Source: an optimization exercise on an open RTL-to-GDS flow (aim: small area, a short achievable clock period and few clock cycles per item). Production flows keep margins and buffers that such runs may drop. Only simulation tests tie the RTL to the original design; equivalence was not proved. Power and IR drop assume default switching activity.

==> design/flow/design.v <==
package rv_pkg;
    localparam int XLEN       = 32;             
    localparam int REG_ADDR_W = 5;              
    localparam logic [6:0] OPC_OP     = 7'b0110011;   
    localparam logic [6:0] OPC_OP_IMM = 7'b0010011;   
    localparam int SEL_ADD  = 0;                
    localparam int SEL_SLT  = 1;
    localparam int SEL_SLTU = 2;
    localparam int SEL_XOR  = 3;
    localparam int SEL_OR   = 4;
    localparam int SEL_AND  = 5;
    localparam int SEL_SLL  = 6;
    localparam int SEL_SR   = 7;                
    localparam int SEL_W    = 8;
endpackage
import rv_pkg::*;
module rv_regfile (
    input  logic                  g_clk,
    input  logic                  i_rst,
    input  logic [REG_ADDR_W-1:0] i_rs1_addr,
    input  logic [REG_ADDR_W-1:0] i_rs2_addr,
    output logic [XLEN-1:0]       o_rs1_data,
    output logic [XLEN-1:0]       o_rs2_data,
    input  logic                  i_rd_wen,
    input  logic [REG_ADDR_W-1:0] i_rd_addr,
    input  logic [XLEN-1:0]       i_rd_wdata
);
    localparam int NREG = 2 ** REG_ADDR_W;
    logic [XLEN-1:0] regs [0:NREG-1];
    logic [XLEN-1:0] wdata;
    assign wdata   = i_rst ? '0 : i_rd_wdata;
    assign regs[0] = '0;
    for (genvar r = 1; r < NREG; r++) begin : g_reg
        always_ff @(posedge g_clk) begin
            if (i_rst || (i_rd_wen && i_rd_addr == r)) begin
                regs[r] <= wdata;
            end
        end
    end
    assign o_rs1_data = regs[i_rs1_addr];
    assign o_rs2_data = regs[i_rs2_addr];
endmodule
import rv_pkg::*;
module rv_decode (
    input  logic [XLEN-1:0]   i_instr,
    output logic              o_is_imm,      
    output logic              o_illegal,
    output logic [SEL_W-1:0]  o_sel,         
    output logic              o_sub,         
    output logic              o_sra,         
    output logic [XLEN-1:0]   o_imm
);
    logic       is_op, is_imm, alt, zero7, legal;
    logic [2:0] f3;
    logic [6:0] f7;
    assign f3     = i_instr[14:12];
    assign f7     = i_instr[31:25];
    assign is_op  = i_instr[6:0] == OPC_OP;
    assign is_imm = i_instr[6:0] == OPC_OP_IMM;
    assign zero7  = f7 == 7'b0000000;
    assign alt    = f7 == 7'b0100000;
    always_comb begin
        if (is_op)
            legal = zero7 || (alt && (f3 == 3'b000 || f3 == 3'b101));
        else if (is_imm)
            legal = (f3 == 3'b001) ? zero7 :
                    (f3 == 3'b101) ? (zero7 || alt) : 1'b1;
        else
            legal = 1'b0;
    end
    always_comb begin
        o_sel = '0;
        case (f3)
            3'b000:  o_sel[SEL_ADD]  = legal;
            3'b001:  o_sel[SEL_SLL]  = legal;
            3'b010:  o_sel[SEL_SLT]  = legal;
            3'b011:  o_sel[SEL_SLTU] = legal;
            3'b100:  o_sel[SEL_XOR]  = legal;
            3'b101:  o_sel[SEL_SR]   = legal;
            3'b110:  o_sel[SEL_OR]   = legal;
            default: o_sel[SEL_AND]  = legal;
        endcase
    end
    assign o_imm     = {{(XLEN-12){i_instr[31]}}, i_instr[31:20]};
    assign o_is_imm  = is_imm;
    assign o_illegal = !legal;
    assign o_sub     = (f3 == 3'b000 && is_op && i_instr[30]) ||
                       f3 == 3'b010 || f3 == 3'b011;
    assign o_sra     = i_instr[30];
endmodule
import rv_pkg::*;
module rv_exec_stage (
    input  logic [XLEN-1:0]  i_a,
    input  logic [XLEN-1:0]  i_b,
    input  logic [SEL_W-1:0] i_sel,          
    input  logic             i_sub,
    input  logic             i_sra,
    output logic [XLEN-1:0]  o_res
);
    logic [XLEN:0]   sum;                    
    logic [XLEN-1:0] bx, sll, sr;
    logic [4:0]      sh;
    logic            lt_s, lt_u;
    assign bx  = i_b ^ {XLEN{i_sub}};
    assign sum = {1'b0, i_a} + {1'b0, bx} + {{XLEN{1'b0}}, i_sub};
    assign lt_u = !sum[XLEN];
    assign lt_s = (i_a[XLEN-1] ^ i_b[XLEN-1]) ? i_a[XLEN-1] : sum[XLEN-1];
    assign sh  = i_b[4:0];
    assign sll = i_a << sh;
    assign sr  = $unsigned($signed({i_sra & i_a[XLEN-1], i_a}) >>> sh);
    assign o_res = ({XLEN{i_sel[SEL_ADD]}} & sum[XLEN-1:0]) |
                   ({XLEN{i_sel[SEL_XOR]}} & (i_a ^ i_b))   |
                   ({XLEN{i_sel[SEL_OR]}}  & (i_a | i_b))   |
                   ({XLEN{i_sel[SEL_AND]}} & (i_a & i_b))   |
                   ({XLEN{i_sel[SEL_SLL]}} & sll)           |
                   ({XLEN{i_sel[SEL_SR]}}  & sr)            |
                   {{(XLEN-1){1'b0}}, (i_sel[SEL_SLT] & lt_s) | (i_sel[SEL_SLTU] & lt_u)};
endmodule
import rv_pkg::*;
module rv_pipe_ctrl #(
    parameter logic [XLEN-1:0] PC_RESET_ADDR = 32'h1000_0000
) (
    input  logic            g_clk,
    input  logic            i_rst,
    input  logic            i_instr_valid,
    output logic            o_instr_ready,
    input  logic            i_ret_ready,
    output logic            o_ret_valid,
    output logic            o_ex_valid,
    output logic            o_ex_en,         
    output logic            o_ret_en,        
    output logic [XLEN-1:0] o_pc
);
    logic            ex_valid_q, ret_valid_q;
    logic [XLEN-3:0] pc_q;                   
    assign o_ret_en      = !ret_valid_q || i_ret_ready;
    assign o_instr_ready = !ex_valid_q || o_ret_en;
    assign o_ex_en       = o_instr_ready;
    always_ff @(posedge g_clk) begin
        if (i_rst) begin
            ex_valid_q  <= 1'b0;
            ret_valid_q <= 1'b0;
        end else begin
            if (o_ex_en)  ex_valid_q  <= i_instr_valid;
            if (o_ret_en) ret_valid_q <= ex_valid_q;
        end
    end
    always_ff @(posedge g_clk) begin
        if (i_rst) begin
            pc_q <= PC_RESET_ADDR[XLEN-1:2];
        end else if (ret_valid_q && i_ret_ready) begin
            pc_q <= pc_q + 1'b1;
        end
    end
    assign o_pc        = {pc_q, 2'b00};
    assign o_ex_valid  = ex_valid_q;
    assign o_ret_valid = ret_valid_q;
endmodule
import rv_pkg::*;
module rv_core_top #(
    parameter logic [XLEN-1:0] PC_RESET_ADDR = 32'h1000_0000
) (
    input  logic            g_clk,
    input  logic            i_rst,
    input  logic            i_instr_valid,
    input  logic [XLEN-1:0] i_instr,
    output logic            o_instr_ready,
    output logic            o_ret_valid,
    output logic [XLEN-1:0] o_ret_pc,
    output logic [XLEN-1:0] o_ret_instr,
    output logic [XLEN-1:0] o_ret_result,
    output logic            o_ret_rd_wen,
    output logic            o_ret_trap,
    input  logic            i_ret_ready
);
    logic ex_valid, ex_en, ret_en;
    logic              d_is_imm, d_illegal, d_sub, d_sra;
    logic [SEL_W-1:0]  d_sel;
    logic [XLEN-1:0]   d_imm, rf_a, rf_b, d_a, d_b;
    logic [4:0]        rs1, rs2;
    logic              fwd_ex_a, fwd_ex_b, fwd_wb_a, fwd_wb_b;
    logic [XLEN-1:0]   ex_a_q, ex_b_q, ex_instr_q;
    logic [SEL_W-1:0]  ex_sel_q;
    logic              ex_sub_q, ex_sra_q, ex_illegal_q, ex_wr_q;
    logic [XLEN-1:0]   ex_res;
    logic [XLEN-1:0]   ret_instr_q, ret_result_q;
    logic              ret_trap_q, ret_wen_q, wb_pend_q;
    rv_pipe_ctrl #(
        .PC_RESET_ADDR (PC_RESET_ADDR)
    ) rv_pipe_ctrl_i (
        .g_clk         (g_clk),
        .i_rst         (i_rst),
        .i_instr_valid (i_instr_valid),
        .o_instr_ready (o_instr_ready),
        .i_ret_ready   (i_ret_ready),
        .o_ret_valid   (o_ret_valid),
        .o_ex_valid    (ex_valid),
        .o_ex_en       (ex_en),
        .o_ret_en      (ret_en),
        .o_pc          (o_ret_pc)
    );
    rv_decode rv_decode_i (
        .i_instr   (i_instr),
        .o_is_imm  (d_is_imm),
        .o_illegal (d_illegal),
        .o_sel     (d_sel),
        .o_sub     (d_sub),
        .o_sra     (d_sra),
        .o_imm     (d_imm)
    );
    assign rs1 = i_instr[19:15];
    assign rs2 = i_instr[24:20];
    rv_regfile rv_regfile_i (
        .g_clk      (g_clk),
        .i_rst      (i_rst),
        .i_rs1_addr (rs1),
        .i_rs2_addr (rs2),
        .o_rs1_data (rf_a),
        .o_rs2_data (rf_b),
        .i_rd_wen   (wb_pend_q),
        .i_rd_addr  (ret_instr_q[11:7]),
        .i_rd_wdata (ret_result_q)
    );
    assign fwd_ex_a = ex_valid && ex_wr_q && ex_instr_q[11:7] == rs1;
    assign fwd_ex_b = ex_valid && ex_wr_q && ex_instr_q[11:7] == rs2 && !d_is_imm;
    assign fwd_wb_a = wb_pend_q && ret_instr_q[11:7] == rs1;
    assign fwd_wb_b = wb_pend_q && ret_instr_q[11:7] == rs2;
    assign d_a = fwd_ex_a ? ex_res : fwd_wb_a ? ret_result_q : rf_a;
    assign d_b = fwd_ex_b ? ex_res : d_is_imm ? d_imm : fwd_wb_b ? ret_result_q : rf_b;
    always_ff @(posedge g_clk) begin
        if (ex_en) begin
            ex_a_q       <= d_a;
            ex_b_q       <= d_b;
            ex_instr_q   <= i_instr;
            ex_sel_q     <= d_sel;
            ex_sub_q     <= d_sub;
            ex_sra_q     <= d_sra;
            ex_illegal_q <= d_illegal;
            ex_wr_q      <= !d_illegal && i_instr[11:7] != 5'd0;
        end
    end
    rv_exec_stage rv_exec_stage_i (
        .i_a   (ex_a_q),
        .i_b   (ex_b_q),
        .i_sel (ex_sel_q),
        .i_sub (ex_sub_q),
        .i_sra (ex_sra_q),
        .o_res (ex_res)
    );
    always_ff @(posedge g_clk) begin
        if (ret_en) begin
            ret_instr_q  <= ex_instr_q;
            ret_result_q <= ex_res;
            ret_trap_q   <= ex_illegal_q;
            ret_wen_q    <= !ex_illegal_q;
        end
    end
    always_ff @(posedge g_clk) begin
        if (i_rst) wb_pend_q <= 1'b0;
        else       wb_pend_q <= ret_en && ex_valid && ex_wr_q;
    end
    assign o_ret_instr  = ret_instr_q;
    assign o_ret_result = ret_result_q;
    assign o_ret_rd_wen = ret_wen_q;
    assign o_ret_trap   = ret_trap_q;
endmodule
import rv_pkg::*;
module rv_core (
    input  logic                  g_clk,
    input  logic                  i_rst,           
    input  logic                  i_instr_valid,   
    input  logic [XLEN-1:0]       i_instr,
    output logic                  o_instr_ready,
    output logic                  o_ret_valid,     
    output logic [XLEN-1:0]       o_ret_pc,
    output logic [XLEN-1:0]       o_ret_instr,
    output logic [REG_ADDR_W-1:0] o_ret_rd,
    output logic [XLEN-1:0]       o_ret_result,
    output logic                  o_ret_rd_wen,
    output logic                  o_ret_trap,
    input  logic                  i_ret_ready
);
    rv_core_top #(
        .PC_RESET_ADDR (32'h1000_0000)
    ) rv_core_top_i (
        .g_clk         (g_clk),
        .i_rst         (i_rst),
        .i_instr_valid (i_instr_valid),
        .i_instr       (i_instr),
        .o_instr_ready (o_instr_ready),
        .o_ret_valid   (o_ret_valid),
        .o_ret_pc      (o_ret_pc),
        .o_ret_instr   (o_ret_instr),
        .o_ret_result  (o_ret_result),
        .o_ret_rd_wen  (o_ret_rd_wen),
        .o_ret_trap    (o_ret_trap),
        .i_ret_ready   (i_ret_ready)
    );
    assign o_ret_rd = o_ret_instr[11:7];
endmodule
==> design/flow/run.sh <==
#!/bin/bash
# synth_recipe.tcl (not shown) runs the flow's synth.tcl, then flattens the netlist and writes it again
# the make line also repeats each setting of config.mk as NAME=value (left out here)
make -C /OpenROAD-flow-scripts/flow DESIGN_CONFIG=/design/flow/config.mk WORK_HOME=/design/flow/orfs CLKGATE_MAP_FILE= SYNTH_SCRIPT=/design/flow/synth_recipe.tcl finish
==> design/flow/config.mk <==
export PLATFORM = sky130hd
export DESIGN_NAME = rv_core
export DESIGN_NICKNAME = rv_core
export VERILOG_FILES = /design/flow/design.v
export SDC_FILE = /design/flow/constraint.sdc
export NUM_CORES = 4
export LEC_CHECK = 0
export CAP_MARGIN = 20
export CORE_MARGIN = 2
export CORE_UTILIZATION = 40
export SLEW_MARGIN = 20
==> design/flow/constraint.sdc <==
create_clock -name core_clock -period 5.0 [get_ports {g_clk}]
set_input_delay 1.0000 -clock core_clock [delete_from_list [all_inputs] [get_ports {g_clk}]]
set_output_delay 1.0000 -clock core_clock [all_outputs]
set_load 0.01 [all_outputs]
==> qor.yml, run 1 <==
crit_arrival_ns: 5.06
max_stage_delay_ns: 0.96
max_slew_margin_pct: 17.21
synth.avg_cell_area_sq_um: 12.52
async_reset_ff_share_pct: 0
routed_wl_mm: 302.5
nNetsFinal: 5006
n_fill_cell: 12795
grt_overflow_total: 0
start_util_pct: 40.34
via_count: 50879
postCtsSetupBuffers: 0
criticalPathCategory: "flip-flop to flip-flop"
ir_drop_mv: 0.2226
area_delta_synth_final_pct: 18.09
end_kind: "flip-flop"
synth-seq-cells: 1198
grt_max_degree: 88
die_x_microns: 384.6
max_freq_mhz: 218.6
cts-root-buf: "clkbuf_16"
critPathRequiredTime_ns: 5.49
cts_made_buffers: 133
startpoint_type: "flip-flop"
netlist_area_sq_um: 57950
finalSetupTns_ns: 0
clock_latency_ns: 0.81
dieArea_sq_um: 147900
drtPass1Iterations: 19
ctsHoldBuffers: 0
finalCritPeriodShare_pct: 91.49
die_h_microns: 384.6
rsz0062_at_grt: "no"
yosysSeqAreaShare_pct: 61.51
ys.flop_type: "edfxtp_1"
drtIter0Drc: 11053
path_cells: "buf_4 -> xor2_1 -> ha_1 -> or3_1 -> nand4b_1 -> a2111oi_4 -> o21bai_2 -> a31oi_1 -> mux2i_1 -> a21oi_1 -> o22ai_1"
finClkSkew_ns: 0.04931
maxCapViolCount: 0
drc: 0
routabilityCongestion: 1.047
ant_nets: 0
synth_commonest_cells: "edfxtp_1, a22oi_1, nand2_1"
h-tree-depth: 4
power.leakage_nw: 25.25
grt_pass1_vias: 47014
tritoncts: "done"
via_per_inst: 7.390
portBuffers: 138
worstMarginPinSlew_ns: 1.238
power_density_nw_per_um2: 401.5
post_cts_resized: 0
cts_sinks: 1198
clk_path_buf_depth: 3
yosys_warnings: 5
synth_top_area_cell: "edfxtp_1"
grt_antenna_before_repair: 19
min_period_ns: 4.574
design.core.area_sq_um: 143700
status: "no timing/DRC/antenna violations"
wl_per_cell_microns: 43.94
setup_violations: 0
path_buf_inv: 1
synth_top_area_share_pct: 60.37
hold_slack_ns: 0.4164
grt_first_pass_wirelength_mm: 402.5
yosys-top-cells-area: "edfxtp_1, a22oi_1, nand2_1"
grt_use_total_pct: 39.92
cp_max_fo: 11
synth_edf_count: 1165
slew_violations: 0
dp_hpwl_mm: 189.2
ys_types: 87
io_pins: 141
netlist_instances: 4628
synth.most_common_cell: "edfxtp_1"
hold_viol: 0
clk_pin_slew_ns: 0.06
rows: 139
hold_path.class: "flip-flop to flip-flop"
cp_top_family: "compound AO/OA/AOI/OAI gates"
crit_slowest_cell: "a21oi_1"
layout-drive-gt1-share_pct: 14.65
[cell usage in the layout (no fill, tap or decap), types with 94 or more instances in the layout]
| master | Yosys | routed |
|---|---|---|
| edfxtp_1 | 1165 | 1165 |
| a22oi_1 | 879 | 879 |
| nand2_1 | 422 | 421 |
| buf_4 | 12 | 258 |
| a21oi_1 | 190 | 189 |
| nor2_1 | 175 | 147 |
| clkbuf_16 | 0 | 140 |
| clkdlybuf4s50_1 | 0 | 137 |
| o21ai_0 | 113 | 112 |
| inv_1 | 110 | 109 |
| ha_1 | 105 | 105 |
| nand3_1 | 94 | 94 |
[per-layer routing]
layer,vias up,GRT usage (%),wire (microns)
met5,-,0.5198,444
met4,25,27.36,27850
met3,1582,18.43,48280
met2,5361,57.03,123900
met1,24854,47.74,102100
li1,19057,-,-
[cell type report]
type / instances / area, sq um / area share, %
antenna: 12 / 30.03 / 0.04388
clock buffer: 157 / 3587 / 5.242
sequential: 1198 / 35640 / 52.08
multi-input combinational: 2968 / 21060 / 30.78
timing repair buffer: 450 / 4384 / 6.406
tap: 1903 / 2381 / 3.479
inverter: 113 / 425.4 / 0.6216
clock inverter: 84 / 919.6 / 1.344
[registers in the layout (all words and copies together), names as in the netlist]
| register | flops |
|---|---|
| rv_core_top_i.rv_pipe_ctrl_i.ret_valid_q | 1 |
| rv_core_top_i.rv_pipe_ctrl_i.pc_q | 30 |
| rv_core_top_i.rv_regfile_i.regs | 992 |
| rv_core_top_i.ex_instr_q | 32 |
| rv_core_top_i.ret_trap_q | 1 |
| rv_core_top_i.ret_instr_q | 32 |
| rv_core_top_i.ex_wr_q | 1 |
| rv_core_top_i.ex_sel_q | 8 |
| rv_core_top_i.ex_illegal_q | 1 |
| rv_core_top_i.ret_result_q | 32 |
| rv_core_top_i.ex_a_q | 32 |
| rv_core_top_i.wb_pend_q | 1 |
| rv_core_top_i.ex_b_q | 32 |
| rv_core_top_i.ret_wen_q | 1 |
| rv_core_top_i.ex_sub_q | 1 |
| rv_core_top_i.rv_pipe_ctrl_i.ex_valid_q | 1 |
[cells by family after synthesis]
| kind of cell | synth area share, % |
|---|---|
| and+or+nand+nor | 8.921 |
| other | 0.006471 |
| muxes | 3.783 |
| AOI/OAI and AO/OA | 18.84 |
| DFF | 61.51 |
| xor gates and xnor gates | 1.421 |
| adders and majority gates | 2.301 |
| buffers and inverters | 3.223 |
[final timing paths]
path	startpoint	end	slack [ns]	cells past startpoint
setup / recovery	rv_core_top_i.ex_sub_q$_DFFE_PP_	rv_core_top_i.ex_b_q[25]$_DFFE_PP_	0.43	11
hold / removal	rv_core_top_i.ex_instr_q[6]$_DFFE_PP_	rv_core_top_i.ret_instr_q[6]$_DFFE_PN_	0.42	0
setup reg to reg	rv_core_top_i.ex_sub_q$_DFFE_PP_	rv_core_top_i.ex_b_q[25]$_DFFE_PP_	0.43	11
hold reg to reg	rv_core_top_i.ex_instr_q[6]$_DFFE_PP_	rv_core_top_i.ret_instr_q[6]$_DFFE_PN_	0.42	0
[power by group]
group	internal [W]	switching [W]	total, W
combinational	0.00147	0.00303	0.00450
sequential	0.0119	0.000820	0.0127
clock	0.00603	0.00427	0.0103
[per-stage QoR]
stage	utilization, %	setup slack [ns]	cells	area, sq um	power, W
after global placement	44.43	0.1628	6629	63820	0.01710
after detailed placement	44.43	0.09359	6629	63820	0.01708
after global routing	47.62	0.3236	6873	68410	0.02798
after floorplan	-	0.6083	4629	57960	0.01484
after CTS	47.56	0.2664	6870	68330	0.02716
final	47.64	0.4257	6885	68440	0.02747
Testbench counts, summed over its fixed seeds: cycles 4,816, items 4,800.
==> run 2: changes to the inputs <==
--- a/design/flow/design.v
+++ b/design/flow/design.v
@@ -17,8 +17,8 @@
 module rv_regfile (
     input  logic                  g_clk,
     input  logic                  i_rst,
-    input  logic [REG_ADDR_W-1:0] i_rs1_addr,
-    input  logic [REG_ADDR_W-1:0] i_rs2_addr,
+    input  logic [31:1]           i_rs1_oh,
+    input  logic [31:1]           i_rs2_oh,
     output logic [XLEN-1:0]       o_rs1_data,
     output logic [XLEN-1:0]       o_rs2_data,
     input  logic                  i_rd_wen,
@@ -26,10 +26,9 @@
     input  logic [XLEN-1:0]       i_rd_wdata
 );
     localparam int NREG = 2 ** REG_ADDR_W;
-    logic [XLEN-1:0] regs [0:NREG-1];
+    logic [XLEN-1:0] regs [1:NREG-1];
     logic [XLEN-1:0] wdata;
-    assign wdata   = i_rst ? '0 : i_rd_wdata;
-    assign regs[0] = '0;
+    assign wdata = i_rst ? '0 : i_rd_wdata;
     for (genvar r = 1; r < NREG; r++) begin : g_reg
         always_ff @(posedge g_clk) begin
             if (i_rst || (i_rd_wen && i_rd_addr == r)) begin
@@ -37,8 +36,14 @@
             end
         end
     end
-    assign o_rs1_data = regs[i_rs1_addr];
-    assign o_rs2_data = regs[i_rs2_addr];
+    always_comb begin
+        o_rs1_data = '0;
+        o_rs2_data = '0;
+        for (int r = 1; r < NREG; r++) begin
+            o_rs1_data = o_rs1_data | ({XLEN{i_rs1_oh[r]}} & regs[r]);
+            o_rs2_data = o_rs2_data | ({XLEN{i_rs2_oh[r]}} & regs[r]);
+        end
+    end
 endmodule
 import rv_pkg::*;
 module rv_decode (
@@ -91,20 +96,21 @@
 import rv_pkg::*;
 module rv_exec_stage (
     input  logic [XLEN-1:0]  i_a,
-    input  logic [XLEN-1:0]  i_b,
+    input  logic [XLEN-1:0]  i_b,            
     input  logic [SEL_W-1:0] i_sel,          
     input  logic             i_sub,
     input  logic             i_sra,
     output logic [XLEN-1:0]  o_res
 );
     logic [XLEN:0]   sum;                    
-    logic [XLEN-1:0] bx, sll, sr;
+    logic [XLEN-1:0] sll, sr;
     logic [4:0]      sh;
     logic            lt_s, lt_u;
-    assign bx  = i_b ^ {XLEN{i_sub}};
-    assign sum = {1'b0, i_a} + {1'b0, bx} + {{XLEN{1'b0}}, i_sub};
+    logic [XLEN+1:0] sum_c;
+    assign sum_c = {1'b0, i_a, 1'b1} + {1'b0, i_b, i_sub};
+    assign sum   = sum_c[XLEN+1:1];
     assign lt_u = !sum[XLEN];
-    assign lt_s = (i_a[XLEN-1] ^ i_b[XLEN-1]) ? i_a[XLEN-1] : sum[XLEN-1];
+    assign lt_s = (i_a[XLEN-1] == i_b[XLEN-1]) ? i_a[XLEN-1] : sum[XLEN-1];
     assign sh  = i_b[4:0];
     assign sll = i_a << sh;
     assign sr  = $unsigned($signed({i_sra & i_a[XLEN-1], i_a}) >>> sh);
@@ -126,22 +132,27 @@
     output logic            o_instr_ready,
     input  logic            i_ret_ready,
     output logic            o_ret_valid,
+    output logic            o_ir_valid,
     output logic            o_ex_valid,
+    output logic            o_ir_en,         
     output logic            o_ex_en,         
     output logic            o_ret_en,        
     output logic [XLEN-1:0] o_pc
 );
-    logic            ex_valid_q, ret_valid_q;
+    logic            ir_valid_q, ex_valid_q, ret_valid_q;
     logic [XLEN-3:0] pc_q;                   
     assign o_ret_en      = !ret_valid_q || i_ret_ready;
-    assign o_instr_ready = !ex_valid_q || o_ret_en;
-    assign o_ex_en       = o_instr_ready;
+    assign o_ex_en       = !ex_valid_q || o_ret_en;
+    assign o_ir_en       = !ir_valid_q || o_ex_en;
+    assign o_instr_ready = o_ir_en;
     always_ff @(posedge g_clk) begin
         if (i_rst) begin
+            ir_valid_q  <= 1'b0;
             ex_valid_q  <= 1'b0;
             ret_valid_q <= 1'b0;
         end else begin
-            if (o_ex_en)  ex_valid_q  <= i_instr_valid;
+            if (o_ir_en)  ir_valid_q  <= i_instr_valid;
+            if (o_ex_en)  ex_valid_q  <= ir_valid_q;
             if (o_ret_en) ret_valid_q <= ex_valid_q;
         end
     end
@@ -153,6 +164,7 @@
         end
     end
     assign o_pc        = {pc_q, 2'b00};
+    assign o_ir_valid  = ir_valid_q;
     assign o_ex_valid  = ex_valid_q;
     assign o_ret_valid = ret_valid_q;
 endmodule
@@ -173,7 +185,9 @@
     output logic            o_ret_trap,
     input  logic            i_ret_ready
 );
-    logic ex_valid, ex_en, ret_en;
+    logic ir_valid, ex_valid, ir_en, ex_en, ret_en;
+    logic [XLEN-1:0]   ir_instr_q;
+    logic [31:1]       ir_rs1_oh_q, ir_rs2_oh_q;
     logic              d_is_imm, d_illegal, d_sub, d_sra;
     logic [SEL_W-1:0]  d_sel;
     logic [XLEN-1:0]   d_imm, rf_a, rf_b, d_a, d_b;
@@ -194,13 +208,24 @@
         .o_instr_ready (o_instr_ready),
         .i_ret_ready   (i_ret_ready),
         .o_ret_valid   (o_ret_valid),
+        .o_ir_valid    (ir_valid),
         .o_ex_valid    (ex_valid),
+        .o_ir_en       (ir_en),
         .o_ex_en       (ex_en),
         .o_ret_en      (ret_en),
         .o_pc          (o_ret_pc)
     );
+    always_ff @(posedge g_clk) begin
+        if (ir_en) begin
+            ir_instr_q <= i_instr;
+            for (int r = 1; r < 32; r++) begin
+                ir_rs1_oh_q[r] <= i_instr[19:15] == r;
+                ir_rs2_oh_q[r] <= i_instr[24:20] == r;
+            end
+        end
+    end
     rv_decode rv_decode_i (
-        .i_instr   (i_instr),
+        .i_instr   (ir_instr_q),
         .o_is_imm  (d_is_imm),
         .o_illegal (d_illegal),
         .o_sel     (d_sel),
@@ -208,13 +233,13 @@
         .o_sra     (d_sra),
         .o_imm     (d_imm)
     );
-    assign rs1 = i_instr[19:15];
-    assign rs2 = i_instr[24:20];
+    assign rs1 = ir_instr_q[19:15];
+    assign rs2 = ir_instr_q[24:20];
     rv_regfile rv_regfile_i (
         .g_clk      (g_clk),
         .i_rst      (i_rst),
-        .i_rs1_addr (rs1),
-        .i_rs2_addr (rs2),
+        .i_rs1_oh   (ir_rs1_oh_q),
+        .i_rs2_oh   (ir_rs2_oh_q),
         .o_rs1_data (rf_a),
         .o_rs2_data (rf_b),
         .i_rd_wen   (wb_pend_q),
@@ -226,17 +251,18 @@
     assign fwd_wb_a = wb_pend_q && ret_instr_q[11:7] == rs1;
     assign fwd_wb_b = wb_pend_q && ret_instr_q[11:7] == rs2;
     assign d_a = fwd_ex_a ? ex_res : fwd_wb_a ? ret_result_q : rf_a;
-    assign d_b = fwd_ex_b ? ex_res : d_is_imm ? d_imm : fwd_wb_b ? ret_result_q : rf_b;
+    assign d_b = fwd_ex_b ? (ex_res ^ {XLEN{d_sub}}) :
+                 ((d_is_imm ? d_imm : fwd_wb_b ? ret_result_q : rf_b) ^ {XLEN{d_sub}});
     always_ff @(posedge g_clk) begin
         if (ex_en) begin
             ex_a_q       <= d_a;
             ex_b_q       <= d_b;
-            ex_instr_q   <= i_instr;
+            ex_instr_q   <= ir_instr_q;
             ex_sel_q     <= d_sel;
             ex_sub_q     <= d_sub;
             ex_sra_q     <= d_sra;
             ex_illegal_q <= d_illegal;
-            ex_wr_q      <= !d_illegal && i_instr[11:7] != 5'd0;
+            ex_wr_q      <= !d_illegal && ir_instr_q[11:7] != 5'd0;
         end
     end
     rv_exec_stage rv_exec_stage_i (
--- a/design/flow/config.mk
+++ b/design/flow/config.mk
@@ -8,4 +8,6 @@
 export CAP_MARGIN = 20
 export CORE_MARGIN = 2
 export CORE_UTILIZATION = 40
+export SETUP_SLACK_MARGIN = 2.5
 export SLEW_MARGIN = 20
+export TNS_END_PERCENT = 5
==> run 2 against run 1 <==
Net effect: count of clock-buffer cells in the layout rose by 3; first-iteration DRC count rose by 14%; final cell count fell by 0.45%; sequential power rose by 3%; wire length fell by 4.7%; non-clock buffer count rose by 140; sequential cell count rose by 95; critical endpoint is now rv_core_top_i.ex_b_q[24]$_DFFE_PP_.
==> qor.yml, run 2 <==
status: "no timing/DRC/antenna violations"
ant_nets: 0  # unchanged
layout-drive-gt1-share_pct: 19.75  # +5.1 points
grt_pass1_vias: 47633  # +1.3%
min_period_ns: 3.405  # -1.169 ns
finalSetupTns_ns: 0  # unchanged
die_x_microns: 390.6  # +1.5%
wl_per_cell_microns: 42.05  # -4.3%
pre_cts_ws_ns: 1.134  # +1.040 ns
end_kind: "flip-flop"
power_density_nw_per_um2: 396.4  # -1.3%
hold_viol: 0  # unchanged
grt_max_degree: 79  # -10%
cts_made_buffers: 134  # +0.75%
hold_depth: 0  # unchanged
regMostFlops: "rv_core_top_i.rv_regfile_i.regs"
routed_wl_mm: 288.2  # -4.7%
grt_use_total_pct: 36.55  # -3.4 points
grt_antenna_before_repair: 25  # +6
portBuffers: 138  # unchanged
worst_slack_ns: 1.595  # +1.169 ns
layoutNonFillerInstCount: 6854  # -0.45%
crit_slowest_cell: "edfxtp_1"
finClkSkew_ns: 0.05669  # +0.007382 ns
start_util_pct: 40.38  # +0.042 points
netlist_area_sq_um: 59770  # +3.1%
netlist_instances: 4412  # -4.7%
crit_arrival_ns: 4.04  # -1.02 ns
synthAdderAreaFrac_pct: 1.415  # -0.89 points
dieArea_sq_um: 152500  # +3.1%
yosys.area_share.simple_pct: 7.458  # -1.5 points
yosys_warnings: 5  # unchanged
cts-root-buf: "clkbuf_16"
synthMuxAreaShare_pct: 3.378  # -0.40 points
setup_violations: 0  # unchanged
ir_drop_mv: 0.4005  # +80%
dp_hpwl_mm: 170.9  # -9.7%
power.leakage_nw: 25.80  # +2.2%
layout_commonest_cell: "edfxtp_1"
ys.flop_type: "edfxtp_1"
slew_violations: 0  # unchanged
synth-seq-cells: 1293  # +7.9%
via_count: 51336  # +0.90%
tritoncts: "done"
finalCritPeriodShare_pct: 68.11  # -23 points
drtIter0Drc: 12646  # +14%
synth.avg_cell_area_sq_um: 13.55  # +8.2%
h-tree-depth: 4  # unchanged
max_freq_mhz: 293.7  # +34%
io_pins: 141  # unchanged
final_cell_mix: "edfxtp_1, buf_4, a22oi_1"
synth.most_common_cell: "edfxtp_1"
ys_types: 89  # +2.3%
ctsHoldBuffers: 0  # unchanged
grt_overflow_total: 0  # unchanged
max_stage_delay_ns: 0.48  # -0.48 ns
path_cells: "bufinv_16 -> ha_4 -> and2_4 -> a221oi_4 -> a21oi_4 -> or3b_4 -> and3_4 -> o31ai_4 -> mux2i_1 -> a21o_1 -> mux2_4 -> nand3_2"
routabilityCongestion: 0.9910  # -5.3%
n_fill_cell: 12628  # -1.3%
synth_compound_area_share_pct: 19.17  # +0.33 points
area_delta_synth_final_pct: 21.04
maxCapViolCount: 0  # unchanged
largest_reg_flops: 992  # unchanged
drtPass1Iterations: 17  # -2
synth_edf_count: 1259  # +8.1%
design.core.area_sq_um: 148000  # +3.0%
clock_latency_ns: 0.82  # about the same
power.total_w: 0.02868  # +4.4%
synth_xor_area_share_pct: 1.304  # -0.12 points
criticalPathCategory: "flip-flop to flip-flop"
rsz0062_at_grt: "yes"
drc: 0  # unchanged
via_per_inst: 7.490  # +1.4%
yosys-top-cells-area: "edfxtp_1, a22oi_1, a221oi_1"
hold_path.class: "flip-flop to flip-flop"
clk_pin_slew_ns: 0.07  # about the same
synth_top_family_by_area: "compound AO/OA/AOI/OAI gates"
async_reset_ff_share_pct: 0  # unchanged
worstMarginPinSlew_ns: 1.250  # +0.01154 ns
cp_max_fo: 4  # -7
grt_first_pass_wirelength_mm: 387.0  # -3.8%
cts_sinks: 1293  # +7.9%
yosysSeqAreaShare_pct: 64.39  # +2.9 points
hold_slack_ns: 0.4128  # -0.003633 ns
synth_commonest_cells: "edfxtp_1, a22oi_1, a221oi_1"
clk_path_buf_depth: 3  # unchanged
synth_top_area_share_pct: 63.25  # +2.9 points
r2r_cells: 12  # +1
max_slew_margin_pct: 16.29  # -0.93 points
synth_top_area_cell: "edfxtp_1"
rows: 141  # +1.4%
place_inst: 6386  # -3.7%
die_h_microns: 390.6  # +1.5%
nNetsFinal: 4910  # -1.9%
startpoint_type: "flip-flop"
critPathRequiredTime_ns: 5.64  # +0.15 ns
[run 2: changes by cell type after synthesis, sizes merged, moves of 49 or more]
| cell | delta |
|---|---|
| nor4 | -49 |
| edfxtp | +94 |
| a221oi | +247 |
| nand2 | -224 |
| a22o | +253 |
| a22oi | -518 |
| nor2 | +56 |
| nand4 | +57 |
[run 2: power breakdown]
part	switching [W]	total (W)	internal, W
Combinational	0.00349	0.00554	0.00205
Sequential	0.000505	0.0131	0.0126
Clock	0.00447	0.0100	0.00555
Total	0.00847	0.0287	0.0202
[run 2: critical path: cells and delay by family (launching register included)]
kind | cells | cell delay (ns)
buffers and inverters | 1 | 0.24
DFF | 1 | 0.48
AOI/OAI and AO/OA | 4 | 0.84
and+or+nand+nor | 4 | 0.88
muxes | 2 | 0.57
adders and majority gates | 1 | 0.19
[run 2: cell type report]
cell class                      count  area [sq um]  share of cell area [%]
Sequential cell                  1293         38490                   53.19
Multi-Input combinational cell   2693         21060                   29.10
Timing Repair Buffer              590          5660                   7.823
Clock buffer                      160          3528                   4.877
Tap cell                         1930          2415                   3.338
Clock inverter                     80         764.5                   1.057
Inverter                           93         390.4                  0.5395
Antenna cell                       13         32.53                 0.04496
Timing Repair inverter              2         17.52                 0.02421
[run 2: final timing paths]
check,from,to,slack [ns]
worst min-delay path,rv_core_top_i.ex_instr_q[13]$_DFFE_PP_,rv_core_top_i.ret_instr_q[13]$_DFFE_PN_,0.41
worst min register to register,rv_core_top_i.ex_instr_q[13]$_DFFE_PP_,rv_core_top_i.ret_instr_q[13]$_DFFE_PN_,0.41
worst max-delay path,rv_core_top_i.ex_b_q[2]$_DFFE_PP_,rv_core_top_i.ex_b_q[24]$_DFFE_PP_,1.59
worst max register to register,rv_core_top_i.ex_b_q[2]$_DFFE_PP_,rv_core_top_i.ex_b_q[24]$_DFFE_PP_,1.59
[run 2: what timing repair did]
action / 4_1_cts / 5_1_grt
resized for setup: 193 / 94
pin swaps: 60 / 65
buffers inserted: 159 / 38
setup endpoints to repair: 932 / 1283
cloned: 12 / 4
[run 2: cell families after synthesis]
family                   count (synthesis)
adder cells (fa/ha/maj)                 67
other                                    1
multiplexers                           132
AND/OR/NAND/NOR                        910
buffers and inverters                  431
flip-flops                            1293
AO/OA/AOI/OAI                         1489
XOR/XNOR                                89
[run 2: per-stage QoR]
step           cell area [sq um]  util [%]
2_1_floorplan              59900         -
3_3_place_gp               64520     43.59
3_5_place_dp               64640     43.67
4_1_cts                    71450     48.27
5_1_grt                    72330     48.87
6_report                   72350     48.88
[run 2: routing by layer]
layer,vias up,GRT usage [%],part of all wire (%)
li1,19068,-,-
met1,24770,43.90,32
met2,5667,51.32,40
met3,1801,16.94,18
met4,30,26.28,9.8
met5,-,1.180,0.12
Testbench counts of run 2, summed over its fixed seeds: cycles 4,824, items 4,800.
==> run 3: changes to the inputs <==
--- a/design/flow/config.mk
+++ b/design/flow/config.mk
@@ -8,6 +8,8 @@
 export CAP_MARGIN = 20
 export CORE_MARGIN = 2
 export CORE_UTILIZATION = 40
-export SETUP_SLACK_MARGIN = 2.5
+export CTS_CLUSTER_DIAMETER = 60
+export CTS_CLUSTER_SIZE = 30
+export SETUP_SLACK_MARGIN = 3.0
 export SLEW_MARGIN = 20
-export TNS_END_PERCENT = 5
+export TNS_END_PERCENT = 3
==> run 3 against run 2 <==
Net effect: wire length grew 0.52%; setup slack lost 0.054 ns; sequential share of layout area grew 0.77 points; highest routed layer unchanged.
==> qor.yml, run 3 <==
status: "no timing/DRC/antenna violations"
drtIter0Drc: 11569  # -8.5%
layoutNonFillerInstCount: 6790  # -0.93%
nNetsFinal: 4857  # -1.1%
netlist_area_sq_um: 59770  # unchanged
clock_latency_ns: 0.78  # -0.04 ns
path_cells: "buf_4 -> a22o_1 -> a221oi_1 -> nand4_1 -> nor3_1 -> buf_4 -> a211oi_1 -> nor2_1 -> a21oi_1 -> o31ai_2 -> xnor2_1"
finalSetupTns_ns: 0  # unchanged
synth_top_area_share_pct: 63.25  # unchanged
setup_violations: 0  # unchanged
place_inst: 6402  # +0.25%
max_stage_delay_ns: 0.96  # +0.48 ns
power_density_nw_per_um2: 383.4  # -3.3%
rows: 141  # unchanged
async_reset_ff_share_pct: 0  # unchanged
power.leakage_nw: 25.36  # -1.7%
reg2reg_slack_ns: 1.54  # -0.05 ns
layout.area.seq_sq_um: 38490  # about the same
via_count: 51160  # -0.34%
synth_top_area_cell: "edfxtp_1"
startpoint_type: "flip-flop"
crit_slowest_cell: "edfxtp_1"
cts_made_buffers: 99  # -26%
ir_drop_mv: 0.3985  # -0.50%
dp_hpwl_mm: 173.7  # +1.7%
portBuffers: 138  # unchanged
criticalPathCategory: "flip-flop to flip-flop"
clk_path_buf_depth: 3  # unchanged
crit_arrival_ns: 3.94  # -0.10 ns
design.core.area_sq_um: 148000  # unchanged
maxCapViolCount: 0  # unchanged
die_x_microns: 390.6  # unchanged
ys.flop_type: "edfxtp_1"
io_pins: 141  # unchanged
critPathRequiredTime_ns: 5.48  # -0.16 ns
cp_max_fo: 8  # +4
final_cell_mix: "edfxtp_1, buf_4, a22oi_1"
dieArea_sq_um: 152500  # unchanged
grt_overflow_total: 0  # unchanged
via_per_inst: 7.535  # +0.60%
cp_common_cell: "buf_4"
min_period_ns: 3.460  # +0.05435 ns
h-tree-depth: 3  # -1
area_delta_synth_final_pct: 19.33
layout_commonest_cell: "edfxtp_1"
grt_antenna_before_repair: 17  # -32%
cts-root-buf: "clkbuf_16"
die_h_microns: 390.6  # unchanged
multiInputGateArea_sq_um: 20840  # -1.0%
rsz0062_at_grt: "yes"
largest_reg_flops: 992  # unchanged
start_util_pct: 40.38  # unchanged
end_kind: "flip-flop"
n_fill_cell: 12680  # +0.41%
yosys-top-cells-area: "edfxtp_1, a22oi_1, a221oi_1"
grt_use_total_pct: 36.39  # -0.16 points
grt_first_pass_wirelength_mm: 385.7  # -0.34%
yosysSeqAreaShare_pct: 64.39  # unchanged
drc: 0  # unchanged
synth.most_common_cell: "edfxtp_1"
finClkSkew_ns: 0.06955  # +0.01286 ns
ys_types: 89  # unchanged
wl_per_cell_microns: 42.67  # +1.5%
netlist_instances: 4412  # unchanged
hold_path.class: "flip-flop to flip-flop"
ant_nets: 0  # unchanged
regMostFlops: "rv_core_top_i.rv_regfile_i.regs"
slew_violations: 0  # unchanged
cp_top_family: "compound AO/OA/AOI/OAI gates"
yosys_warnings: 5  # unchanged
worstMarginPinSlew_ns: 1.311  # +0.06148 ns
grt_pass1_vias: 46665  # -2.0%
tritoncts: "done"
grt_max_degree: 82  # +3.8%
path_buf_inv: 2  # +1
routed_wl_mm: 289.7  # +0.52%
cts_sinks: 1293  # unchanged
synth.avg_cell_area_sq_um: 13.55  # unchanged
finalCritPeriodShare_pct: 69.19  # +1.1 points
drtPass1Iterations: 13  # -4
ctsHoldBuffers: 0  # unchanged
max_freq_mhz: 289.1  # -1.6%
layout-drive-gt1-share_pct: 19.16  # -0.59 points
synth_commonest_cells: "edfxtp_1, a22oi_1, a221oi_1"
max_slew_margin_pct: 12.57  # -3.7 points
synth_edf_count: 1259  # unchanged
clk_pin_slew_ns: 0.10  # +0.03 ns
hold_viol: 0  # unchanged
synth-seq-cells: 1293  # unchanged
routabilityCongestion: 1.016  # +2.6%
==> run 3: cell counts after synthesis <==
No cell type changed its count.
==> run 3: metrics by stage <==
step	power [W]	worst slack, ns	hold slack [ns]	utilization (%)	cell area [sq um]
4_1_cts	0.02684	1.626	0.4245	47.63	70500
3_3_place_gp	0.01762	1.193	0.4020	43.71	64690
6_report	0.02735	1.540	0.4237	48.19	71330
2_1_floorplan	0.01573	1.811	0.4003	-	59890
5_1_grt	0.02789	1.533	0.4253	48.16	71280
3_5_place_dp	0.01762	1.145	0.4045	43.79	64820
==> run 3: kinds of logic (layout without fill, tap and decap cells) <==
group	after synthesis	count (layout)	synth area share (%)
compound gates	1489	1490	19.17
xor+xnor	89	89	1.304
fa+ha+maj	67	67	1.415
buf+inv	431	854	2.880
flops	1293	1293	64.39
mux	132	132	3.378
other cells	1	23	0.006274
simple gates	910	912	7.458
==> run 3: path summary, 6_finish.rpt <==
check | from | endpoint | depth (start not counted)
worst max-delay path | rv_core_top_i.ir_rs2_oh_q[9]$_DFFE_PP_ | rv_core_top_i.ex_b_q[28]$_DFFE_PP_ | 11
worst min-delay path | rv_core_top_i.ex_instr_q[16]$_DFFE_PP_ | rv_core_top_i.ret_instr_q[16]$_DFFE_PN_ | 0
worst max register to register | rv_core_top_i.ir_rs2_oh_q[9]$_DFFE_PP_ | rv_core_top_i.ex_b_q[28]$_DFFE_PP_ | 11
worst min register to register | rv_core_top_i.ex_instr_q[16]$_DFFE_PP_ | rv_core_top_i.ret_instr_q[16]$_DFFE_PN_ | 0
==> run 3: area by class of cell <==
class                   instances  area share (%)
multi-input cells            2692           29.21
clock buffers                 103           3.494
flip-flops and latches       1293           53.96
diodes                         21         0.07367
inverters                      93          0.5490
well taps                    1930           3.385
repair inverters                2         0.02456
clock inverters                83           1.587
repair buffers                573           7.711
==> run 3: power by group <==
group	internal, W	switching (W)	total, W
Combinational	0.00194	0.00341	0.00535
Sequential	0.0126	0.000542	0.0131
Clock	0.00412	0.00474	0.00886
==> run 3: metal layers <==
metal	routed length, microns	track usage [%]
met3	49950	16.92
met2	117800	51.80
met1	96040	44.28
met4	25830	23.33
met5	81	0
==> run 3: timing repair <==
action | CTS | global route
setup buffers | 124 | 40
gates resized for setup | 180 | 66
endpoints found under the setup margin | 1934 | 1904
gates cloned | 11 | 6
pin swaps | 52 | 32
==> run 4: changes to the inputs <==
--- a/design/flow/design.v
+++ b/design/flow/design.v
@@ -132,39 +132,50 @@
     output logic            o_instr_ready,
     input  logic            i_ret_ready,
     output logic            o_ret_valid,
-    output logic            o_ir_valid,
     output logic            o_ex_valid,
     output logic            o_ir_en,         
-    output logic            o_ex_en,         
     output logic            o_ret_en,        
+    output logic            o_ret_from_sk,   
+    output logic            o_sk_load,       
     output logic [XLEN-1:0] o_pc
 );
-    logic            ir_valid_q, ex_valid_q, ret_valid_q;
+    logic            ir_valid_q, ex_valid_q, ret_valid_q, sk_valid_q;
+    logic            xfer, ex_load;
     logic [XLEN-3:0] pc_q;                   
-    assign o_ret_en      = !ret_valid_q || i_ret_ready;
-    assign o_ex_en       = !ex_valid_q || o_ret_en;
-    assign o_ir_en       = !ir_valid_q || o_ex_en;
+    assign xfer     = ret_valid_q && i_ret_ready;
+    assign o_ret_en = !ret_valid_q || i_ret_ready;
+    always_comb begin
+        case ({ret_valid_q, sk_valid_q, ex_valid_q})
+            3'b000, 3'b001, 3'b010, 3'b100: ex_load = ir_valid_q;
+            3'b011, 3'b101, 3'b110:         ex_load = ir_valid_q && xfer;
+            default:                        ex_load = 1'b0;
+        endcase
+    end
+    assign o_ir_en       = !ir_valid_q || ex_load;
     assign o_instr_ready = o_ir_en;
+    assign o_ret_from_sk = sk_valid_q;
+    assign o_sk_load     = ex_valid_q && !(o_ret_en && !sk_valid_q);
     always_ff @(posedge g_clk) begin
         if (i_rst) begin
             ir_valid_q  <= 1'b0;
             ex_valid_q  <= 1'b0;
             ret_valid_q <= 1'b0;
+            sk_valid_q  <= 1'b0;
         end else begin
-            if (o_ir_en)  ir_valid_q  <= i_instr_valid;
-            if (o_ex_en)  ex_valid_q  <= ir_valid_q;
-            if (o_ret_en) ret_valid_q <= ex_valid_q;
+            if (o_ir_en) ir_valid_q <= i_instr_valid;
+            ex_valid_q <= ex_load;
+            if (o_ret_en) ret_valid_q <= sk_valid_q || ex_valid_q;
+            sk_valid_q <= o_sk_load || (sk_valid_q && !o_ret_en);
         end
     end
     always_ff @(posedge g_clk) begin
         if (i_rst) begin
             pc_q <= PC_RESET_ADDR[XLEN-1:2];
-        end else if (ret_valid_q && i_ret_ready) begin
+        end else if (xfer) begin
             pc_q <= pc_q + 1'b1;
         end
     end
     assign o_pc        = {pc_q, 2'b00};
-    assign o_ir_valid  = ir_valid_q;
     assign o_ex_valid  = ex_valid_q;
     assign o_ret_valid = ret_valid_q;
 endmodule
@@ -185,7 +196,7 @@
     output logic            o_ret_trap,
     input  logic            i_ret_ready
 );
-    logic ir_valid, ex_valid, ir_en, ex_en, ret_en;
+    logic ex_valid, ir_en, ret_en, ret_from_sk, sk_load;
     logic [XLEN-1:0]   ir_instr_q;
     logic [31:1]       ir_rs1_oh_q, ir_rs2_oh_q;
     logic              d_is_imm, d_illegal, d_sub, d_sra;
@@ -197,8 +208,11 @@
     logic [SEL_W-1:0]  ex_sel_q;
     logic              ex_sub_q, ex_sra_q, ex_illegal_q, ex_wr_q;
     logic [XLEN-1:0]   ex_res;
-    logic [XLEN-1:0]   ret_instr_q, ret_result_q;
-    logic              ret_trap_q, ret_wen_q, wb_pend_q;
+    logic [XLEN-1:0]   ret_instr_q, ret_result_q, sk_instr_q, sk_result_q;
+    logic              ret_trap_q, ret_wen_q, sk_trap_q;
+    logic [XLEN-1:0]   wb_data_q;
+    logic [4:0]        wb_rd_q;
+    logic              wb_pend_q;
     rv_pipe_ctrl #(
         .PC_RESET_ADDR (PC_RESET_ADDR)
     ) rv_pipe_ctrl_i (
@@ -208,20 +222,20 @@
         .o_instr_ready (o_instr_ready),
         .i_ret_ready   (i_ret_ready),
         .o_ret_valid   (o_ret_valid),
-        .o_ir_valid    (ir_valid),
         .o_ex_valid    (ex_valid),
         .o_ir_en       (ir_en),
-        .o_ex_en       (ex_en),
         .o_ret_en      (ret_en),
+        .o_ret_from_sk (ret_from_sk),
+        .o_sk_load     (sk_load),
         .o_pc          (o_ret_pc)
     );
+    logic [XLEN-1:0] ir_next;
+    assign ir_next = ir_en ? i_instr : ir_instr_q;
     always_ff @(posedge g_clk) begin
-        if (ir_en) begin
-            ir_instr_q <= i_instr;
-            for (int r = 1; r < 32; r++) begin
-                ir_rs1_oh_q[r] <= i_instr[19:15] == r;
-                ir_rs2_oh_q[r] <= i_instr[24:20] == r;
-            end
+        ir_instr_q <= ir_next;
+        for (int r = 1; r < 32; r++) begin
+            ir_rs1_oh_q[r] <= ir_next[19:15] == r;
+            ir_rs2_oh_q[r] <= ir_next[24:20] == r;
         end
     end
     rv_decode rv_decode_i (
@@ -243,27 +257,25 @@
         .o_rs1_data (rf_a),
         .o_rs2_data (rf_b),
         .i_rd_wen   (wb_pend_q),
-        .i_rd_addr  (ret_instr_q[11:7]),
-        .i_rd_wdata (ret_result_q)
+        .i_rd_addr  (wb_rd_q),
+        .i_rd_wdata (wb_data_q)
     );
     assign fwd_ex_a = ex_valid && ex_wr_q && ex_instr_q[11:7] == rs1;
     assign fwd_ex_b = ex_valid && ex_wr_q && ex_instr_q[11:7] == rs2 && !d_is_imm;
-    assign fwd_wb_a = wb_pend_q && ret_instr_q[11:7] == rs1;
-    assign fwd_wb_b = wb_pend_q && ret_instr_q[11:7] == rs2;
-    assign d_a = fwd_ex_a ? ex_res : fwd_wb_a ? ret_result_q : rf_a;
+    assign fwd_wb_a = wb_pend_q && wb_rd_q == rs1;
+    assign fwd_wb_b = wb_pend_q && wb_rd_q == rs2;
+    assign d_a = fwd_ex_a ? ex_res : fwd_wb_a ? wb_data_q : rf_a;
     assign d_b = fwd_ex_b ? (ex_res ^ {XLEN{d_sub}}) :
-                 ((d_is_imm ? d_imm : fwd_wb_b ? ret_result_q : rf_b) ^ {XLEN{d_sub}});
+                 ((d_is_imm ? d_imm : fwd_wb_b ? wb_data_q : rf_b) ^ {XLEN{d_sub}});
     always_ff @(posedge g_clk) begin
-        if (ex_en) begin
-            ex_a_q       <= d_a;
-            ex_b_q       <= d_b;
-            ex_instr_q   <= ir_instr_q;
-            ex_sel_q     <= d_sel;
-            ex_sub_q     <= d_sub;
-            ex_sra_q     <= d_sra;
-            ex_illegal_q <= d_illegal;
-            ex_wr_q      <= !d_illegal && ir_instr_q[11:7] != 5'd0;
-        end
+        ex_a_q       <= d_a;
+        ex_b_q       <= d_b;
+        ex_instr_q   <= ir_instr_q;
+        ex_sel_q     <= d_sel;
+        ex_sub_q     <= d_sub;
+        ex_sra_q     <= d_sra;
+        ex_illegal_q <= d_illegal;
+        ex_wr_q      <= !d_illegal && ir_instr_q[11:7] != 5'd0;
     end
     rv_exec_stage rv_exec_stage_i (
         .i_a   (ex_a_q),
@@ -275,15 +287,33 @@
     );
     always_ff @(posedge g_clk) begin
         if (ret_en) begin
-            ret_instr_q  <= ex_instr_q;
-            ret_result_q <= ex_res;
-            ret_trap_q   <= ex_illegal_q;
-            ret_wen_q    <= !ex_illegal_q;
+            if (ret_from_sk) begin
+                ret_instr_q  <= sk_instr_q;
+                ret_result_q <= sk_result_q;
+                ret_trap_q   <= sk_trap_q;
+                ret_wen_q    <= !sk_trap_q;
+            end else begin
+                ret_instr_q  <= ex_instr_q;
+                ret_result_q <= ex_res;
+                ret_trap_q   <= ex_illegal_q;
+                ret_wen_q    <= !ex_illegal_q;
+            end
         end
     end
     always_ff @(posedge g_clk) begin
+        if (sk_load) begin
+            sk_instr_q  <= ex_instr_q;
+            sk_result_q <= ex_res;
+            sk_trap_q   <= ex_illegal_q;
+        end
+    end
+    always_ff @(posedge g_clk) begin
+        wb_data_q <= ex_res;
+        wb_rd_q   <= ex_instr_q[11:7];
+    end
+    always_ff @(posedge g_clk) begin
         if (i_rst) wb_pend_q <= 1'b0;
-        else       wb_pend_q <= ret_en && ex_valid && ex_wr_q;
+        else       wb_pend_q <= ex_valid && ex_wr_q;
     end
     assign o_ret_instr  = ret_instr_q;
     assign o_ret_result = ret_result_q;
--- a/design/flow/config.mk
+++ b/design/flow/config.mk
@@ -8,8 +8,6 @@
 export CAP_MARGIN = 20
 export CORE_MARGIN = 2
 export CORE_UTILIZATION = 40
-export CTS_CLUSTER_DIAMETER = 60
-export CTS_CLUSTER_SIZE = 30
-export SETUP_SLACK_MARGIN = 3.0
+export SETUP_SLACK_MARGIN = 2.5
 export SLEW_MARGIN = 20
-export TNS_END_PERCENT = 3
+export TNS_END_PERCENT = 5
==> run 4 against run 3 <==
Net effect: sequential share of layout area down 1.0 points; count of clock-buffer cells in the layout rose by 83; maximum frequency is 3.2% higher; first-iteration DRC count down 4.8%; sequential cell count rose by 103; register-to-register slack gained 0.11 ns; synthesized area grew 3.4%; clock power up about 30%; die area rose by 3.3%; critical endpoint is now rv_core_top_i.ex_b_q[9]$_DFF_P_; largest cell class unchanged; largest power group unchanged.
==> qor.yml, run 4 <==
power.total_w: 0.02968  # +8.5%
io_pins: 141  # unchanged
ys_types: 78  # -12%
layout_commonest_cell: "edfxtp_1"
hold_slack_ns: 0.3646  # -0.05907 ns
status: "no timing/DRC/antenna violations"
cp_max_fo: 16  # +8
end_kind: "flip-flop"
nNetsFinal: 4991  # +2.8%
hold_path.class: "flip-flop to flip-flop"
yosys_warnings: 5  # unchanged
criticalPathCategory: "flip-flop to flip-flop"
clk_pin_slew_ns: 0.06  # -0.04 ns
n_fill_cell: 13146  # +3.7%
routed_wl_mm: 293.7  # +1.4%
clock_latency_ns: 0.82  # +0.04 ns
use_met3_pct: 15.50  # -1.4 points
r2r_cells: 9  # -2
slew_violations: 0  # unchanged
synth_top_area_cell: "edfxtp_1"
p_seq_share_pct: 45.8  # -2.3 points
hold_viol: 0  # unchanged
layout-drive-gt1-share_pct: 23.12  # +4.0 points
synth.most_common_cell: "edfxtp_1"
grt_overflow_total: 0  # unchanged
async_reset_ff_share_pct: 0  # unchanged
via_per_inst: 7.311  # -3.0%
cts_made_buffers: 148  # +49%
clkPwrFrac_pct: 38.7  # +6.3 points
largest_reg_flops: 992  # unchanged
critPathRequiredTime_ns: 5.70  # +0.22 ns
grt.met1_usage_pct: 42.54  # -1.7 points
wl_per_cell_microns: 41.59  # -2.5%
portBuffers: 138  # unchanged
tritoncts: "done"
setup_violations: 0  # unchanged
start_util_pct: 40.21  # -0.18 points
routabilityCongestion: 1.027  # +1.0%
final_cell_mix: "edfxtp_1, a22oi_1, buf_4"
finalSetupTns_ns: 0  # unchanged
design.core.area_sq_um: 153700  # +3.8%
grt_antenna_before_repair: 9  # -8
hold_depth: 0  # unchanged
rows: 144  # +2.1%
worstMarginPinSlew_ns: 1.251  # -0.06055 ns
cts-root-buf: "clkbuf_16"
netlist_area_sq_um: 61790  # +3.4%
ir_drop_mv: 0.3868  # -2.9%
dieArea_sq_um: 157600  # +3.3%
die_x_microns: 397.0  # +1.7%
cts_sinks: 1396  # +8.0%
min_period_ns: 3.351  # -0.1085 ns
p_int_w: 0.02137  # +14%
die_h_microns: 397.0  # +1.7%
p_switching_w: 0.008312  # -4.3%
regMostFlops: "rv_core_top_i.rv_regfile_i.regs"
max_freq_mhz: 298.4  # +3.2%
clk_path_buf_depth: 3  # unchanged
synth.avg_cell_area_sq_um: 13.55  # about the same
dp_hpwl_mm: 173.8  # about the same
finalCritPeriodShare_pct: 67.02  # -2.2 points
area_delta_synth_final_pct: 21.10
ctsHoldBuffers: 0  # unchanged
synth-seq-cells: 1396  # +8.0%
startpoint_type: "flip-flop"
drtIter0Drc: 11016  # -4.8%
ys.flop_type: "edfxtp_1"
grt_first_pass_wirelength_mm: 394.1  # +2.2%
grt_max_degree: 65  # -21%
via_count: 51625  # +0.91%
power.leakage_nw: 26.40  # +4.1%
synth_edf_count: 1145  # -9.1%
ant_nets: 0  # unchanged
rsz0062_at_grt: "yes"
combPwrFrac_pct: 15.4  # -4.2 points
max_slew_margin_pct: 16.60  # +4.0 points
yosysSeqAreaShare_pct: 63.78  # -0.61 points
drc: 0  # unchanged
grt_use_total_pct: 35.94  # -0.45 points
netlist_instances: 4559  # +3.3%
finClkSkew_ns: 0.04257  # -0.02698 ns
grtUsageMet2_pct: 51.95  # +0.15 points
h-tree-depth: 4  # +1
drtPass1Iterations: 15  # +2
grt.busiest_layer: "met2"
grt_pass1_vias: 48247  # +3.4%
synth_top_area_share_pct: 55.64  # -7.6 points
maxCapViolCount: 0  # unchanged
power_density_nw_per_um2: 396.6  # +3.4%
crit_arrival_ns: 4.05  # +0.11 ns
switching_share_pct: 28.01  # -3.8 points
synth_commonest_cells: "edfxtp_1, a22oi_1, a221oi_1"
yosys-top-cells-area: "edfxtp_1, dfxtp_1, a22oi_1"
run 4: cell types whose count changed after synthesis, moves of 12 or more:
cell      previous run  this run
edfxtp_1          1259      1145
mux2_2              36       102
o21ai_1             15         3
nand3_1             91       113
a221oi_1           279       267
mux4_2              52        76
a21oi_1            148       132
nand2_1            198       173
mux2i_1             42        54
dfxtp_1             34       251
buf_2               23        11
a22oi_1            361       376
run 4: repair_timing:
action | in CTS | in global routing
setup buffers | 93 | 67
cloned | 3 | 3
setup endpoints to repair | 1032 | 1257
pin swaps | 48 | 54
gates resized for setup | 258 | 122
run 4: power groups by stage:
stage	clock network, W	registers [W]	logic [W]
global route	0.0120	0.0136	0.00469
finish	0.0115	0.0136	0.00458
global placement	0	0.0139	0.00346
CTS	0.0115	0.0136	0.00401
floorplan	0	0.0135	0.00227
detailed placement	0	0.0139	0.00346
run 4: area by class of cell:
class / count / area, sq um / share of cell area (%)
antenna: 5 / 12.51 / 0.01672
clock buffer: 186 / 3971 / 5.307
clock inverter: 88 / 1114 / 1.488
inverter: 103 / 416.7 / 0.5568
multi-input combinational: 2729 / 22480 / 30.04
sequential: 1396 / 39630 / 52.96
tap: 2044 / 2557 / 3.418
timing repair buffer: 510 / 4651 / 6.215
run 4: routing by layer:
metal	vias to the layer above	routed length, microns
met2	5484	121100
met4	14	29300
met5	-	236
met3	1729	47860
li1	19361	-
met1	25037	95220
run 4: path summary, 6_finish.rpt:
kind | startpoint | to | slack (ns)
worst max-delay path | rv_core_top_i.ir_rs2_oh_q[19]$_DFF_P_ | rv_core_top_i.ex_b_q[9]$_DFF_P_ | 1.65
worst min-delay path | rv_core_top_i.ir_instr_q[4]$_DFFE_PN_ | rv_core_top_i.ex_instr_q[4]$_DFF_P_ | 0.36
worst max register to register | rv_core_top_i.ir_rs2_oh_q[19]$_DFF_P_ | rv_core_top_i.ex_b_q[9]$_DFF_P_ | 1.65
worst min register to register | rv_core_top_i.ir_instr_q[4]$_DFFE_PN_ | rv_core_top_i.ex_instr_q[4]$_DFF_P_ | 0.36
run 4: logic make-up after synthesis:
kind of cell / count (synthesis) / synth area share [%]
xor gates and xnor gates: 82 / 1.162
buffers and inverters: 438 / 2.922
AOI/OAI and AO/OA: 1454 / 18.15
other: 1 / 0.006069
and+or+nand+nor: 886 / 7.014
DFF: 1396 / 63.78
muxes: 234 / 5.589
adders and majority gates: 68 / 1.385
run 4: worst max-delay path, stage by stage (launching register included):
cell	delay [ns]
dfxtp_2	0.67
buf_4	0.41
a22o_1	0.27
a221oi_1	0.25
nand4_1	0.14
nor3_1	0.86
nand2_1	0.15
o211ai_1	0.16
a31oi_1	0.14
xnor2_1	0.16
run 4: per-stage QoR:
stage | std cells | area (sq um) | util (%) | worst slack (ns)
floorplan | 4560 | 62230 | - | 1.907
global placement | 6613 | 66550 | 43.30 | 0.9870
detailed placement | 6616 | 66650 | 43.36 | 0.9968
CTS | 6986 | 73640 | 47.91 | 1.777
global route | 7056 | 74820 | 48.68 | 1.734
finish | 7061 | 74830 | 48.69 | 1.649
Testbench counts of run 4, summed over its fixed seeds: cycles 4,824, items 4,800.

## port drivers added, routing unchanged
Ports are ideal in the flow. The routed layouts listed here were re-timed in OpenROAD. Step 1 sets driving cells, clkbuf_16 on the clock port and buf_2 on the other inputs (assumed; they add their load-dependent delay and slew). Step 2 also shifts input and output timing later by t, the mid clock arrival at the registers, as if the neighbouring blocks saw the same clock. a / b / c = no drivers / after step 1 / after step 2; a / b = the first two.
run	t, ns	setup WS [ns]	worst setup path after step 2	worst data-port slew with drivers (ns)	cell pins on the clock port's net
run 1	0.866	0.426 / 0.426 / -0.207	input to register	0.05	1
run 2	0.870	1.595 / 1.595 / 1.346	input to register	0.09	1
run 3	0.825	1.540 / 1.540 / 1.518	input to register	0.08	1
run 4	0.885	1.649 / 1.649 / 1.279	input to register	0.10	1
With both steps, setup timing fails in run 1, where it was met with ideal ports. The setup slack of run 1, which loses most, moves by 0.000 ns with the drivers and by -0.633 ns with both steps.
